Context: an optimization exercise on an open-source flow, tuned for small area. The choices shown serve that exercise and are no tape-out recipe.
Function was checked by simulation only, so behaviour that the tests miss may differ from the original.
Power figures rest on the tool's default switching activity, not on a simulated workload. The clock port is modelled as an ideal driver; clocking choices that lean on that would not hold on a real chip.

==> inputs of try-indigo <==
==> flow/design.v (excerpt) <==
module cpu_cfg_regs
#(
   parameter int DEPTH = data_pkg::NUM_CFG,
   parameter int AW    = $clog2(DEPTH)
) (
   input  logic                          clk,
   input  logic                          rst,
   input  logic                          BusMode,
   input  logic [11:0]                   Addr,
   input  logic                          Sel,
   input  logic [15:0]                   DataIn,
   input  logic                          Rd_DS,
   input  logic                          Wr_RW,
   output logic [15:0]                   DataOut,
   output logic                          Rdy_Dtack,
   input  logic [AW-1:0]                 lut_addr,
   output logic [15:0]                   lut_data
);
==> module cfg_pre2, before the edit <==
module cfg_pre2 (
   input  logic [1:0] a,
   output logic [3:0] y
);
   logic [1:0] an;
   cfg_inv  u_i0 (.a(a[0]), .y(an[0]));
   cfg_inv  u_i1 (.a(a[1]), .y(an[1]));
   cfg_nor2 u_y0 (.a(a[1]),  .b(a[0]),  .y(y[0]));
   cfg_nor2 u_y1 (.a(a[1]),  .b(an[0]), .y(y[1]));
   cfg_nor2 u_y2 (.a(an[1]), .b(a[0]),  .y(y[2]));
   cfg_nor2 u_y3 (.a(an[1]), .b(an[0]), .y(y[3]));
endmodule
==> module cfg_pre4, before the edit <==
module cfg_pre4 (
   input  logic [3:0]  a,
   output logic [15:0] y
);
   logic [3:0] h, l;
   cfg_pre2 u_h (.a(a[3:2]), .y(h));
   cfg_pre2 u_l (.a(a[1:0]), .y(l));
   for (genvar j = 0; j < 16; j++) begin : g_y
      cfg_and2 u_y (.a(h[j / 4]), .b(l[j % 4]), .y(y[j]));
   end
endmodule
==> module cfg_pre3, before the edit <==
module cfg_pre3 (
   input  logic [2:0] a,
   output logic [7:0] y
);
   logic [3:0] l;
   logic       a2n;
   cfg_pre2 u_l  (.a(a[1:0]), .y(l));
   cfg_inv  u_i2 (.a(a[2]),   .y(a2n));
   for (genvar j = 0; j < 8; j++) begin : g_y
      cfg_and2 u_y (.a(j >= 4 ? a[2] : a2n), .b(l[j % 4]), .y(y[j]));
   end
endmodule
==> flow/config.mk <==
export PLATFORM = sky130hd
export DESIGN_NAME = cpu_cfg_regs
export DESIGN_NICKNAME = cpu_cfg_regs
export VERILOG_FILES = /design/flow/design.v
export SDC_FILE = /design/flow/constraint.sdc
export NUM_CORES = 8
export LEC_CHECK = 0
export CAP_MARGIN = 20
export CELL_PAD_IN_SITES_DETAIL_PLACEMENT = 1
export CORE_MARGIN = 2
export CORE_UTILIZATION = 55
export CTS_CLUSTER_DIAMETER = 100
export CTS_CLUSTER_SIZE = 26
export PLACE_DENSITY = 0.65
export SLEW_MARGIN = 20
export SYNTH_HIERARCHICAL = 1
==> flow/constraint.sdc <==
create_clock -name core_clock -period 10.0 [get_ports {clk}]
set_input_delay 2.0000 -clock core_clock [delete_from_list [all_inputs] [get_ports {clk}]]
set_output_delay 2.0000 -clock core_clock [all_outputs]
set_load 0.01 [all_outputs]
standard.sh (not shown) runs the stock make flow with config.mk's settings and CLKGATE_MAP_FILE= SYNTH_SCRIPT=/design/flow/synth_recipe.tcl, a recipe that flattens the netlist after the stock synthesis.
==> flow/flow/run.sh <==
#!/bin/bash
# The standard layout (standard.sh: its synthesis, floorplan, placement, routing),
# with two changes passed to ORFS as make variables:
#  * clock tree synthesis without dummy loads (ORFS's usual options otherwise);
#  * the port buffers are buf_1 cells.
# ORFS writes each step's log under orfs/logs; make's own output goes to make.log.
set -euo pipefail
bash standard.sh \
  "CTS_ARGS=-sink_clustering_enable -repair_clock_nets -dont_use_dummy_load -sink_clustering_size 26 -sink_clustering_max_diameter 100" \
  "BUFFER_PORTS_ARGS=-buffer_cell sky130_fd_sc_hd__buf_1" \
  finish > make.log 2>&1
==> inputs of try-harbor, as changes to try-indigo <==
--- a/flow/design.v
+++ b/flow/design.v
@@ -56,10 +56,16 @@
    input  logic a0, b0, a1, b1, a2, b2,
    output logic y
 );
    assign y = ~((a0 & b0) | (a1 & b1) | (a2 & b2));
 endmodule
+module cfg_aoi22 (
+   input  logic a0, b0, a1, b1,
+   output logic y
+);
+   assign y = ~((a0 & b0) | (a1 & b1));
+endmodule
 module cfg_and2 (input logic a, b, output logic y);
    assign y = a & b;
 endmodule
 module cfg_nand2 (input logic a, b, output logic y);
    assign y = ~(a & b);
@@ -68,28 +74,10 @@
    assign y = ~(a & b & c);
 endmodule
 module cfg_nand4 (input logic a, b, c, d, output logic y);
    assign y = ~(a & b & c & d);
 endmodule
-module cfg_and3 (input logic a, b, c, output logic y);
-   assign y = a & b & c;
-endmodule
-module cfg_and4 (input logic a, b, c, d, output logic y);
-   assign y = a & b & c & d;
-endmodule
-module cfg_or2 (input logic a, b, output logic y);
-   assign y = a | b;
-endmodule
-module cfg_or3 (input logic a, b, c, output logic y);
-   assign y = a | b | c;
-endmodule
-module cfg_or4 (input logic a, b, c, d, output logic y);
-   assign y = a | b | c | d;
-endmodule
-module cfg_nor4 (input logic a, b, c, d, output logic y);
-   assign y = ~(a | b | c | d);
-endmodule
 module cfg_nor2 (input logic a, b, output logic y);
    assign y = ~(a | b);
 endmodule
 module cfg_nor3 (input logic a, b, c, output logic y);
    assign y = ~(a | b | c);
@@ -314,27 +302,39 @@
    logic l1_20;
    cfg_nand3 u_l1_20 (.a(l0_80), .b(l0_81), .c(l0_82), .y(l1_20));
    logic l1_21;
    cfg_nand3 u_l1_21 (.a(l0_83), .b(l0_84), .c(l0_85), .y(l1_21));
    logic l2_0;
-   cfg_or4 u_l2_0 (.a(l1_0), .b(l1_1), .c(l1_2), .d(l1_3), .y(l2_0));
+   cfg_nor2 u_l2_0 (.a(l1_0), .b(l1_1), .y(l2_0));
    logic l2_1;
-   cfg_or4 u_l2_1 (.a(l1_4), .b(l1_5), .c(l1_6), .d(l1_7), .y(l2_1));
+   cfg_nor2 u_l2_1 (.a(l1_2), .b(l1_3), .y(l2_1));
    logic l2_2;
-   cfg_or4 u_l2_2 (.a(l1_8), .b(l1_9), .c(l1_10), .d(l1_11), .y(l2_2));
+   cfg_nor2 u_l2_2 (.a(l1_4), .b(l1_5), .y(l2_2));
    logic l2_3;
-   cfg_or4 u_l2_3 (.a(l1_12), .b(l1_13), .c(l1_14), .d(l1_15), .y(l2_3));
+   cfg_nor2 u_l2_3 (.a(l1_6), .b(l1_7), .y(l2_3));
    logic l2_4;
-   cfg_or3 u_l2_4 (.a(l1_16), .b(l1_17), .c(l1_18), .y(l2_4));
+   cfg_nor2 u_l2_4 (.a(l1_8), .b(l1_9), .y(l2_4));
    logic l2_5;
-   cfg_or3 u_l2_5 (.a(l1_19), .b(l1_20), .c(l1_21), .y(l2_5));
+   cfg_nor2 u_l2_5 (.a(l1_10), .b(l1_11), .y(l2_5));
+   logic l2_6;
+   cfg_nor2 u_l2_6 (.a(l1_12), .b(l1_13), .y(l2_6));
+   logic l2_7;
+   cfg_nor2 u_l2_7 (.a(l1_14), .b(l1_15), .y(l2_7));
+   logic l2_8;
+   cfg_nor2 u_l2_8 (.a(l1_16), .b(l1_17), .y(l2_8));
+   logic l2_9;
+   cfg_nor2 u_l2_9 (.a(l1_18), .b(l1_19), .y(l2_9));
+   logic l2_10;
+   cfg_nor2 u_l2_10 (.a(l1_20), .b(l1_21), .y(l2_10));
    logic l3_0;
-   cfg_or3 u_l3_0 (.a(l2_0), .b(l2_1), .c(l2_2), .y(l3_0));
+   cfg_nand4 u_l3_0 (.a(l2_0), .b(l2_1), .c(l2_2), .d(l2_3), .y(l3_0));
    logic l3_1;
-   cfg_or3 u_l3_1 (.a(l2_3), .b(l2_4), .c(l2_5), .y(l3_1));
+   cfg_nand4 u_l3_1 (.a(l2_4), .b(l2_5), .c(l2_6), .d(l2_7), .y(l3_1));
+   logic l3_2;
+   cfg_nand3 u_l3_2 (.a(l2_8), .b(l2_9), .c(l2_10), .y(l3_2));
    logic l4_0;
-   cfg_nor2 u_l4_0 (.a(l3_0), .b(l3_1), .y(l4_0));
+   cfg_nor3 u_l4_0 (.a(l3_0), .b(l3_1), .c(l3_2), .y(l4_0));
    assign yn = l4_0;
 endmodule
 module cfg_rd128 (
    input  logic [127:0] d,
    input  logic [127:0] s,
@@ -423,13 +423,11 @@
    logic l0_40;
    cfg_aoi222 u_l0_40 (.a0(d[120]), .b0(s[120]), .a1(d[121]), .b1(s[121]), .a2(d[122]), .b2(s[122]), .y(l0_40));
    logic l0_41;
    cfg_aoi222 u_l0_41 (.a0(d[123]), .b0(s[123]), .a1(d[124]), .b1(s[124]), .a2(d[125]), .b2(s[125]), .y(l0_41));
    logic l0_42;
-   cfg_nand2 u_l0_42 (.a(d[126]), .b(s[126]), .y(l0_42));
-   logic l0_42b;
-   cfg_nand2 u_l0_42b (.a(d[127]), .b(s[127]), .y(l0_42b));
+   cfg_aoi22 u_l0_42 (.a0(d[126]), .b0(s[126]), .a1(d[127]), .b1(s[127]), .y(l0_42));
    logic l1_0;
    cfg_nand4 u_l1_0 (.a(l0_0), .b(l0_1), .c(l0_2), .d(l0_3), .y(l1_0));
    logic l1_1;
    cfg_nand4 u_l1_1 (.a(l0_4), .b(l0_5), .c(l0_6), .d(l0_7), .y(l1_1));
    logic l1_2;
@@ -447,57 +445,63 @@
    logic l1_8;
    cfg_nand4 u_l1_8 (.a(l0_32), .b(l0_33), .c(l0_34), .d(l0_35), .y(l1_8));
    logic l1_9;
    cfg_nand4 u_l1_9 (.a(l0_36), .b(l0_37), .c(l0_38), .d(l0_39), .y(l1_9));
    logic l1_10;
-   cfg_nand4 u_l1_10 (.a(l0_40), .b(l0_41), .c(l0_42), .d(l0_42b), .y(l1_10));
+   cfg_nand3 u_l1_10 (.a(l0_40), .b(l0_41), .c(l0_42), .y(l1_10));
    logic l2_0;
-   cfg_or4 u_l2_0 (.a(l1_0), .b(l1_1), .c(l1_2), .d(l1_3), .y(l2_0));
+   cfg_nor3 u_l2_0 (.a(l1_0), .b(l1_1), .c(l1_2), .y(l2_0));
    logic l2_1;
-   cfg_or4 u_l2_1 (.a(l1_4), .b(l1_5), .c(l1_6), .d(l1_7), .y(l2_1));
+   cfg_nor3 u_l2_1 (.a(l1_3), .b(l1_4), .c(l1_5), .y(l2_1));
    logic l2_2;
-   cfg_or3 u_l2_2 (.a(l1_8), .b(l1_9), .c(l1_10), .y(l2_2));
+   cfg_nor3 u_l2_2 (.a(l1_6), .b(l1_7), .c(l1_8), .y(l2_2));
+   logic l2_3;
+   cfg_nor2 u_l2_3 (.a(l1_9), .b(l1_10), .y(l2_3));
    logic l3_0;
-   cfg_nor3 u_l3_0 (.a(l2_0), .b(l2_1), .c(l2_2), .y(l3_0));
-   assign yn = l3_0;
+   cfg_nand2 u_l3_0 (.a(l2_0), .b(l2_1), .y(l3_0));
+   logic l3_1;
+   cfg_nand2 u_l3_1 (.a(l2_2), .b(l2_3), .y(l3_1));
+   logic l4_0;
+   cfg_nor2 u_l4_0 (.a(l3_0), .b(l3_1), .y(l4_0));
+   assign yn = l4_0;
 endmodule
 module cfg_inv (input logic a, output logic y);
    assign y = ~a;
 endmodule
-module cfg_pre2 (
+module cfg_pre2n (
    input  logic [1:0] a,
-   output logic [3:0] y
+   output logic [3:0] yn
 );
    logic [1:0] an;
-   cfg_inv  u_i0 (.a(a[0]), .y(an[0]));
-   cfg_inv  u_i1 (.a(a[1]), .y(an[1]));
-   cfg_nor2 u_y0 (.a(a[1]),  .b(a[0]),  .y(y[0]));
-   cfg_nor2 u_y1 (.a(a[1]),  .b(an[0]), .y(y[1]));
-   cfg_nor2 u_y2 (.a(an[1]), .b(a[0]),  .y(y[2]));
-   cfg_nor2 u_y3 (.a(an[1]), .b(an[0]), .y(y[3]));
+   cfg_inv   u_i0 (.a(a[0]), .y(an[0]));
+   cfg_inv   u_i1 (.a(a[1]), .y(an[1]));
+   cfg_nand2 u_y0 (.a(an[1]), .b(an[0]), .y(yn[0]));
+   cfg_nand2 u_y1 (.a(an[1]), .b(a[0]),  .y(yn[1]));
+   cfg_nand2 u_y2 (.a(a[1]),  .b(an[0]), .y(yn[2]));
+   cfg_nand2 u_y3 (.a(a[1]),  .b(a[0]),  .y(yn[3]));
 endmodule
 module cfg_pre4 (
    input  logic [3:0]  a,
    output logic [15:0] y
 );
-   logic [3:0] h, l;
-   cfg_pre2 u_h (.a(a[3:2]), .y(h));
-   cfg_pre2 u_l (.a(a[1:0]), .y(l));
+   logic [3:0] hn, ln;
+   cfg_pre2n u_h (.a(a[3:2]), .yn(hn));
+   cfg_pre2n u_l (.a(a[1:0]), .yn(ln));
    for (genvar j = 0; j < 16; j++) begin : g_y
-      cfg_and2 u_y (.a(h[j / 4]), .b(l[j % 4]), .y(y[j]));
+      cfg_nor2 u_y (.a(hn[j / 4]), .b(ln[j % 4]), .y(y[j]));
    end
 endmodule
 module cfg_pre3 (
    input  logic [2:0] a,
    output logic [7:0] y
 );
-   logic [3:0] l;
+   logic [3:0] ln;
    logic       a2n;
-   cfg_pre2 u_l  (.a(a[1:0]), .y(l));
-   cfg_inv  u_i2 (.a(a[2]),   .y(a2n));
+   cfg_pre2n u_l  (.a(a[1:0]), .yn(ln));
+   cfg_inv   u_i2 (.a(a[2]),   .y(a2n));
    for (genvar j = 0; j < 8; j++) begin : g_y
-      cfg_and2 u_y (.a(j >= 4 ? a[2] : a2n), .b(l[j % 4]), .y(y[j]));
+      cfg_nor2 u_y (.a(j >= 4 ? a2n : a[2]), .b(ln[j % 4]), .y(y[j]));
    end
 endmodule
 module cfg_mem (
    input  logic        clk,
    input  logic        clr_n,
==> flow/flow/run.sh (replaced) <==
#!/bin/bash
# The standard layout (standard.sh: its synthesis, floorplan, placement, routing),
# with two changes passed to ORFS as make variables:
#  * clock tree synthesis without dummy loads (ORFS's usual options otherwise);
#  * the port buffers are buf_1 cells.
# ORFS writes each step's log under orfs/logs; make's own output goes to make.log.
set -euo pipefail
bash standard.sh \
  "CTS_ARGS=-sink_clustering_enable -repair_clock_nets -dont_use_dummy_load -sink_clustering_size 30 -sink_clustering_max_diameter 60" \
  "BUFFER_PORTS_ARGS=-buffer_cell sky130_fd_sc_hd__buf_1" \
  finish > make.log 2>&1
CAP_MARGIN = 0   (was 20)
CELL_PAD_IN_SITES_DETAIL_PLACEMENT = default   (was 1)
CORE_UTILIZATION = 45   (was 55)
CTS_CLUSTER_DIAMETER = 60   (was 100)
CTS_CLUSTER_SIZE = 30   (was 26)
PLACE_DENSITY = 0.55   (was 0.65)
SLEW_MARGIN = 0   (was 20)
==> inputs of try-sierra, as changes to try-indigo <==
--- a/flow/design.v
+++ b/flow/design.v
@@ -461,43 +461,43 @@
    assign yn = l3_0;
 endmodule
 module cfg_inv (input logic a, output logic y);
    assign y = ~a;
 endmodule
-module cfg_pre2 (
+module cfg_pre2n (
    input  logic [1:0] a,
-   output logic [3:0] y
+   output logic [3:0] yn
 );
    logic [1:0] an;
-   cfg_inv  u_i0 (.a(a[0]), .y(an[0]));
-   cfg_inv  u_i1 (.a(a[1]), .y(an[1]));
-   cfg_nor2 u_y0 (.a(a[1]),  .b(a[0]),  .y(y[0]));
-   cfg_nor2 u_y1 (.a(a[1]),  .b(an[0]), .y(y[1]));
-   cfg_nor2 u_y2 (.a(an[1]), .b(a[0]),  .y(y[2]));
-   cfg_nor2 u_y3 (.a(an[1]), .b(an[0]), .y(y[3]));
+   cfg_inv   u_i0 (.a(a[0]), .y(an[0]));
+   cfg_inv   u_i1 (.a(a[1]), .y(an[1]));
+   cfg_nand2 u_y0 (.a(an[1]), .b(an[0]), .y(yn[0]));
+   cfg_nand2 u_y1 (.a(an[1]), .b(a[0]),  .y(yn[1]));
+   cfg_nand2 u_y2 (.a(a[1]),  .b(an[0]), .y(yn[2]));
+   cfg_nand2 u_y3 (.a(a[1]),  .b(a[0]),  .y(yn[3]));
 endmodule
 module cfg_pre4 (
    input  logic [3:0]  a,
    output logic [15:0] y
 );
-   logic [3:0] h, l;
-   cfg_pre2 u_h (.a(a[3:2]), .y(h));
-   cfg_pre2 u_l (.a(a[1:0]), .y(l));
+   logic [3:0] hn, ln;
+   cfg_pre2n u_h (.a(a[3:2]), .yn(hn));
+   cfg_pre2n u_l (.a(a[1:0]), .yn(ln));
    for (genvar j = 0; j < 16; j++) begin : g_y
-      cfg_and2 u_y (.a(h[j / 4]), .b(l[j % 4]), .y(y[j]));
+      cfg_nor2 u_y (.a(hn[j / 4]), .b(ln[j % 4]), .y(y[j]));
    end
 endmodule
 module cfg_pre3 (
    input  logic [2:0] a,
    output logic [7:0] y
 );
-   logic [3:0] l;
+   logic [3:0] ln;
    logic       a2n;
-   cfg_pre2 u_l  (.a(a[1:0]), .y(l));
-   cfg_inv  u_i2 (.a(a[2]),   .y(a2n));
+   cfg_pre2n u_l  (.a(a[1:0]), .yn(ln));
+   cfg_inv   u_i2 (.a(a[2]),   .y(a2n));
    for (genvar j = 0; j < 8; j++) begin : g_y
-      cfg_and2 u_y (.a(j >= 4 ? a[2] : a2n), .b(l[j % 4]), .y(y[j]));
+      cfg_nor2 u_y (.a(j >= 4 ? a2n : a[2]), .b(ln[j % 4]), .y(y[j]));
    end
 endmodule
 module cfg_mem (
    input  logic        clk,
    input  logic        clr_n,
==> flow/flow/run.sh (replaced) <==
#!/bin/bash
# The standard layout (standard.sh: its synthesis, floorplan, placement, routing),
# with two changes passed to ORFS as make variables:
#  * clock tree synthesis without dummy loads (ORFS's usual options otherwise);
#  * the port buffers are buf_1 cells.
# ORFS writes each step's log under orfs/logs; make's own output goes to make.log.
set -euo pipefail
bash standard.sh \
  "CTS_ARGS=-sink_clustering_enable -repair_clock_nets -dont_use_dummy_load -sink_clustering_size 30 -sink_clustering_max_diameter 100" \
  "BUFFER_PORTS_ARGS=-buffer_cell sky130_fd_sc_hd__buf_1" \
  finish > make.log 2>&1
CTS_CLUSTER_SIZE = 30   (was 26)
==> summary of the runs <==
try-indigo finished with timing, DRC and antenna clean. try-sierra passed the timing, design-rule and antenna checks. try-harbor completed, yet does not pass: capacitance limit, slew limit.
Clock power, highest first: try-harbor, try-indigo, try-sierra.
Hold slack, highest first: try-sierra, try-indigo, try-harbor.
Sequential power is about the same in try-sierra and try-harbor.
Maximum frequency: try-harbor > try-sierra > try-indigo.
Power: try-harbor > try-indigo > try-sierra.
The highest synthesized area belongs to try-harbor, the lowest to try-sierra.
Combinational power is about the same in try-indigo and try-harbor.
In try-sierra the clock-buffer cell count is lower than in try-indigo, by 21.
==> figures <==
| quantity | try-indigo | try-harbor | try-sierra |
|---|---|---|---|
| Met1 Wirelength | 207000 microns | 219000 microns | 205000 microns |
| Final critical-path setup slack | 0.483 ns | 0.931 ns | 0.542 ns |
| Synthesized-area fraction occupied by ao, oa, aoi and oai cells | 26.2% | 26.3% | 26.3% |
| Power density over cell area | 215 nW/um^2 | 221 nW/um^2 | 212 nW/um^2 |
| Detail Route met3 WL | 89300 microns | 85100 microns | 87500 microns |
| Status | complete, no violations | complete, but fails checks | complete, no violations |
| Violated checks | - | capacitance limit, slew limit | - |
| Cell seen most often among critical-path stages | sky130_fd_sc_hd__and2_1 | sky130_fd_sc_hd__nand2_1 | - |
| Sequential share of power | 62.5% | 58.5% | 63.5% |
| Final weighted congestion in routability-driven placement | 1.08 | 0.994 | 1.02 |
| Comb pwr | 2.69 mW | 2.66 mW | 2.67 mW |
| Final non-clock buffer share | 0.842% | 1.70% | 0.909% |
| Maximum ir drop on the vdd rail | 0.170 mV | 0.170 mV | 0.198 mV |
| Total number of placement rows | 176 | 195 | 176 |
| Initial detailed-routing violation count | 29600 | 28700 | 29000 |
| Antenna violations before repair | 101 | 64 | 111 |
| Critical path destination | DataOut[8] | DataOut[0] | DataOut[11] |
| Number of tap cells added at floorplan | 3026 | 3743 | 3026 |

static timing again, ports no longer ideal:
Ports are ideal in the flow. The routed layouts listed here were re-timed in OpenROAD.
Step 1 assumes that a clkbuf_16 drives the clock port and a buf_2 every other input.
Step 2 also shifts input and output timing later by t, the mid clock arrival at the registers, as if the neighbouring blocks saw the same clock.
Three values: ideal ports, drivers, drivers and shift; two values: the first two.
| run | t, ns | slack for setup (ns) | worst hold slack (ns) | latest minus earliest clock arrival (ns) | cell pins on the clock port's net |
|---|---|---|---|---|---|
| try-indigo | 0.980 | 0.483 / 0.385 / 1.365 | 0.302 / 0.302 / 0.302 | 0.075 / 0.075 | 1 |
| try-harbor | 1.022 | 0.931 / 0.837 / 1.859 | 0.300 / 0.300 / 0.300 | 0.107 / 0.106 | 1 |
| try-sierra | 0.972 | 0.542 / 0.458 / 1.431 | 0.329 / 0.329 / 0.329 | 0.085 / 0.085 | 1 |
